What follows belongs to an exercise in optimizing a design on an open flow for small area, a short achievable clock period and few clock cycles; a production flow would make more cautious choices. The RTL was checked by simulation tests, not by an equivalence proof against the original design. The flow treats the clock pin as an ideal source, which a real chip does not have. Power and IR drop assume default switching activity.

Design w21_col_mac_seq, start of the top module:
module w21_col_mac_seq (
    input  logic                    clk,
    input  logic                    rst,
    input  logic                    start,
    output logic [ADDR_W-1:0]       adrs_clm,
    input  logic signed [D_W-1:0]   w_in,
    input  logic signed [D_W-1:0]   x_in,
    output logic                    busy,
    output logic                    done,
    output logic signed [D_W-1:0]   result
);
==> flow/config.mk <==
export PLATFORM = sky130hd
export DESIGN_NAME = w21_col_mac_seq
export DESIGN_NICKNAME = w21_col_mac_seq
export VERILOG_FILES = /design/flow/design.v
export SDC_FILE = /design/flow/constraint.sdc
export NUM_CORES = 4
export LEC_CHECK = 0
export ABC_CLOCK_PERIOD_IN_PS = 3000
export CAP_MARGIN = 20
export CORE_MARGIN = 2
export CORE_UTILIZATION = 55
export SLEW_MARGIN = 20
export SYNTH_HIERARCHICAL = 1
==> flow/constraint.sdc <==
create_clock -name core_clock -period 9.0 [get_ports {clk}]
set_input_delay 1.8000 -clock core_clock [delete_from_list [all_inputs] [get_ports {clk}]]
set_output_delay 1.8000 -clock core_clock [all_outputs]
set_load 0.01 [all_outputs]
standard.sh (not shown) runs the stock make flow with config.mk's settings and CLKGATE_MAP_FILE= SYNTH_SCRIPT=/design/flow/synth_recipe.tcl, a recipe that flattens the netlist after the stock synthesis.
==> flow/flow/run.sh <==
#!/bin/bash
set -euo pipefail
MARGIN=$(cat flow/margin.txt)
bash standard.sh "SETUP_SLACK_MARGIN=${MARGIN}" \
  "BUFFER_PORTS_ARGS=-buffer_cell sky130_fd_sc_hd__buf_1" finish > flow_make.log 2>&1
test -s out/final.def
==> flow/flow/margin.txt <==
5.4
Testbench counts at the start, summed over its fixed seeds: cycles 14,504.
==> next run, changes <==
--- a/flow/config.mk
+++ b/flow/config.mk
@@ -10,3 +10,3 @@
 export CORE_MARGIN = 2
-export CORE_UTILIZATION = 55
+export CORE_UTILIZATION = 40
 export SLEW_MARGIN = 20
The changed run ran to the end with no violations.
Total power falls by 1.6%.
Hold slack hardly moves.
Worst setup slack gains 0.0042 ns.
Utilization falls by 16 points.
Routed wire length falls by 1.3%.

---

Setup of job 6032:
Starting RTL as in the previous note.
Settings: LEC_CHECK=0, ABC_CLOCK_PERIOD_IN_PS=3000, CAP_MARGIN=20, CORE_MARGIN=2, CORE_UTILIZATION=40, SLEW_MARGIN=20, SYNTH_HIERARCHICAL=1; clock period 9.0 ns.
==> flow/flow/run.sh <==
#!/bin/bash
# Layout flow: the standard ORFS layout (standard.sh, standard synthesis unchanged) with
#  - the port buffers made with the smallest plain buffer,
#  - after clock-tree synthesis, useful skew for the register-to-register paths through
#    the multiplier tree (flow/early_clock.tcl): the registers that launch the partial
#    products clocked from buffers of their own on the clock port, and the accumulator
#    and result registers from a buffer below their clock-tree leaf.
# Every make step writes its own log under orfs/logs/; make's output goes to flow_make*.log,
# the skew step's to early_clock.log, all in this folder.
set -euo pipefail
MARGIN=$(cat flow/margin.txt)
KNOBS=("SETUP_SLACK_MARGIN=${MARGIN}" "BUFFER_PORTS_ARGS=-buffer_cell sky130_fd_sc_hd__buf_1")
bash standard.sh "${KNOBS[@]}" cts > flow_make_cts.log 2>&1
RES=orfs/results/${FLOW_PLATFORM}/w21_col_mac_seq/base
CTS_ODB=$PWD/$RES/4_cts.odb \
LIB_FILE=${FLOW_HOME}/platforms/${FLOW_PLATFORM}/lib/sky130_fd_sc_hd__tt_025C_1v80.lib \
EARLY_BUFS=$(cat flow/early_bufs.txt) EARLY_CELL=sky130_fd_sc_hd__clkbuf_16 \
LATE_CELL=$(cat flow/late_cell.txt) \
  openroad -no_init -exit flow/early_clock.tcl > early_clock.log 2>&1
touch $RES/4_cts.sdc
bash standard.sh "${KNOBS[@]}" finish > flow_make.log 2>&1
test -s out/final.def
==> flow/flow/late_cell.txt <==
none
==> flow/flow/margin.txt <==
5.7
Other scripts of this flow, unchanged in this note and not shown: flow/flow/early_bufs.txt, flow/flow/early_clock.tcl
Testbench counts of job 6032, summed over its fixed seeds: cycles 14,504.
The inputs of job 6923 differ from those of job 6032 as listed below.
Settings: CORE_UTILIZATION changed from 40 to 45.
==> flow/flow/margin.txt <==
5.5
[summary]
Total area of multi-input combinational cells in job 6923 vs job 6032: down about 1.8%. Between job 6032 and job 6923, the flow reports peak ir drop on the vdd network increasing slightly. Area of all placed cells without fillers of job 6923 falls short of that of job 6032 by a few percent. Going from job 6032 to job 6923, the overall via count from detail_route was found to have gone down by about 5%. Re hold slack: job 6032 and job 6923 aren't equal, and the higher value belongs to job 6032. Worst setup timing slack at the placement stage: lower on job 6032. Compared with job 6032, job 6923 shows part of the power in combinational logic lower by 1.3 points. Clock power on job 6923 is behind job 6032. Job 6923 vs job 6032, setup slack went down by 0.069 ns. Job 6032 has higher relative max-transition margin than job 6923. In the metrics for job 6032 and job 6923, the one carrying the higher total power is job 6032.
#### Input delta (job 1669 over job 6923)
Settings: CORE_UTILIZATION changed from 45 to 40.
==> flow/flow/late_cell.txt <==
sky130_fd_sc_hd__clkbuf_8
==> flow/flow/margin.txt <==
5.6
Results
On area overhead of the layout relative to synthesis: job 1669 sits above job 6923.
Overall routing resource usage (job 1669 over job 6923): decrease, 1.0 points
Going from job 6923 to job 1669, number of nets in the layout grew slightly.
#### Input delta (job 4862 over job 1669)
==> flow/flow/late_cell.txt <==
none
[summary]
- Job 4862: all stages complete, timing, DRC and antenna checks passed
- Row wire length: job 4862 lower / job 1669 higher
- Max met2 routing resource usage after global routing across job 4862 and job 1669: job 4862
- Comparing job 4862 and job 1669, the lower via count of the routed design is on job 4862.
- Compared to job 1669, job 4862 has number of buffers outside the clock class in the layout about 10% lower.

---

north:
Starting RTL as in the previous note.
clock: 9.0 ns
lec_check: 0
abc_clock_period_in_ps: 3000
cap_margin: 20
core_margin: 2
core_utilization: 40
slew_margin: 20
synth_hierarchical: 1
Scripts as last shown in full above: flow/flow/run.sh
Other scripts of this flow, unchanged in this note and not shown: flow/flow/early_bufs.txt, flow/flow/early_clock.tcl, flow/flow/late_cell.txt, flow/flow/margin.txt
Testbench counts of north, summed over its fixed seeds: cycles 14,504.
> inputs changed (north -> south)
- CTS_CLUSTER_SIZE newly set to 30
- CTS_CLUSTER_DIAMETER newly set to 100
--- outcome ---
From north to south the numbers moved as follows: synthesized cell count ~0 delta, worst stage delay on the critical path ~0 delta.
Between north and south, the difference in number of remaining DRC errors is negligible.
Reported for north and south, well-tap cell count turned out identical to the last digit.
Diff north..south | quantity of I/O buffers inserted on ports | unchanged

---

## the previous run
Starting RTL as in the previous note.
clock: 9.0 ns
lec_check: 0
abc_clock_period_in_ps: 3000
cap_margin: 5
core_margin: 2
core_utilization: 40
slew_margin: 5
synth_hierarchical: 1
==> flow/flow/margin.txt <==
5.5
Scripts as last shown in full above: flow/flow/run.sh
Other scripts of this flow, unchanged in this note and not shown: flow/flow/early_bufs.txt, flow/flow/early_clock.tcl, flow/flow/late_cell.txt
The previous run | stages: all done | timing, DRC, antenna: all pass
Testbench counts of the previous run, summed over its fixed seeds: cycles 14,504.
[inputs] the current run vs the previous run
# the previous run
export LEC_CHECK = 0
export ABC_CLOCK_PERIOD_IN_PS = 3000
export CAP_MARGIN = 5
export CORE_MARGIN = 2
export CORE_UTILIZATION = 40
export SLEW_MARGIN = 5
export SYNTH_HIERARCHICAL = 1
create_clock -name core_clock -period 9.0 [get_ports {clk}]
# the current run
export LEC_CHECK = 0
export ABC_CLOCK_PERIOD_IN_PS = 3000
export CAP_MARGIN = 20
export CORE_MARGIN = 2
export CORE_UTILIZATION = 40
export SLEW_MARGIN = 20
export SYNTH_HIERARCHICAL = 1
create_clock -name core_clock -period 9.0 [get_ports {clk}]
==> flow/flow/margin.txt <==
5.4
==> comparison <==
Taking the previous run as the reference, in the current run area of all placed cells without fillers went down by 0.47%; count of buffers not belonging to the clock network in the layout went down by 0.98%; core occupancy in the finished layout went down by 0.21 points; leakage power was more or less identical.
Routed wire length in the current run is about 0.55% below the previous run.
Between the current run and the previous run, the difference in net switching power is negligible.
Taking the previous run as the reference point, the slack of the worst reg-to-reg path of the current run falls by 0.13 ns.
Re number of maximum-capacitance violations: no difference whatsoever between the current run and the previous run.
The previous run reports its category of the most critical setup path as reg -> out while the current run reports reg -> reg.

-- what the ideal ports hide --
The results above use ideal ports. As a check the final layouts listed here were re-extracted and re-timed, cells and wires unchanged.
Step 1 sets driving cells, clkbuf_16 on the clock port and buf_2 on the other inputs (assumed; they add their load-dependent delay and slew).
Step 2, shift: input delay + t, output delay - t, t = (earliest + latest rising clock arrival at the registers) / 2. This alone moves slack from input paths to output paths.
Slacks: no drivers / after step 1 / after step 2; pairs: no drivers / after step 1.
run	shift t [ns]	setup slack, ns	worst setup path at the end	clock arrival spread, ns	worst data-port slew with drivers (ns)
the first run of note 1	0.506	5.482 / 5.482 / 5.482	register to register	0.013 / 0.013	0.05
the second run of note 1	0.510	5.486 / 5.486 / 5.486	register to register	0.013 / 0.013	0.06
job 6032	0.388	5.774 / 5.679 / 5.807	register to register	0.330 / 0.330	0.04
job 6923	0.394	5.705 / 5.609 / 5.727	register to register	0.331 / 0.330	0.07
job 1669	0.465	5.730 / 5.628 / 5.891	register to register	0.452 / 0.451	0.06
job 4862	0.397	5.727 / 5.627 / 5.848	register to register	0.317 / 0.318	0.06
north	0.392	5.730 / 5.633 / 5.739	register to register	0.316 / 0.316	0.06
south	0.392	5.730 / 5.633 / 5.739	register to register	0.316 / 0.316	0.06
the previous run	0.392	5.730 / 5.633 / 5.739	register to register	0.316 / 0.316	0.06
the current run	0.395	5.615 / 5.615 / 5.615	register to register	0.319 / 0.319	0.06
In 8 of these runs the clock reaches the registers at very different times; t lies between them, and the last value is a rough guide only.
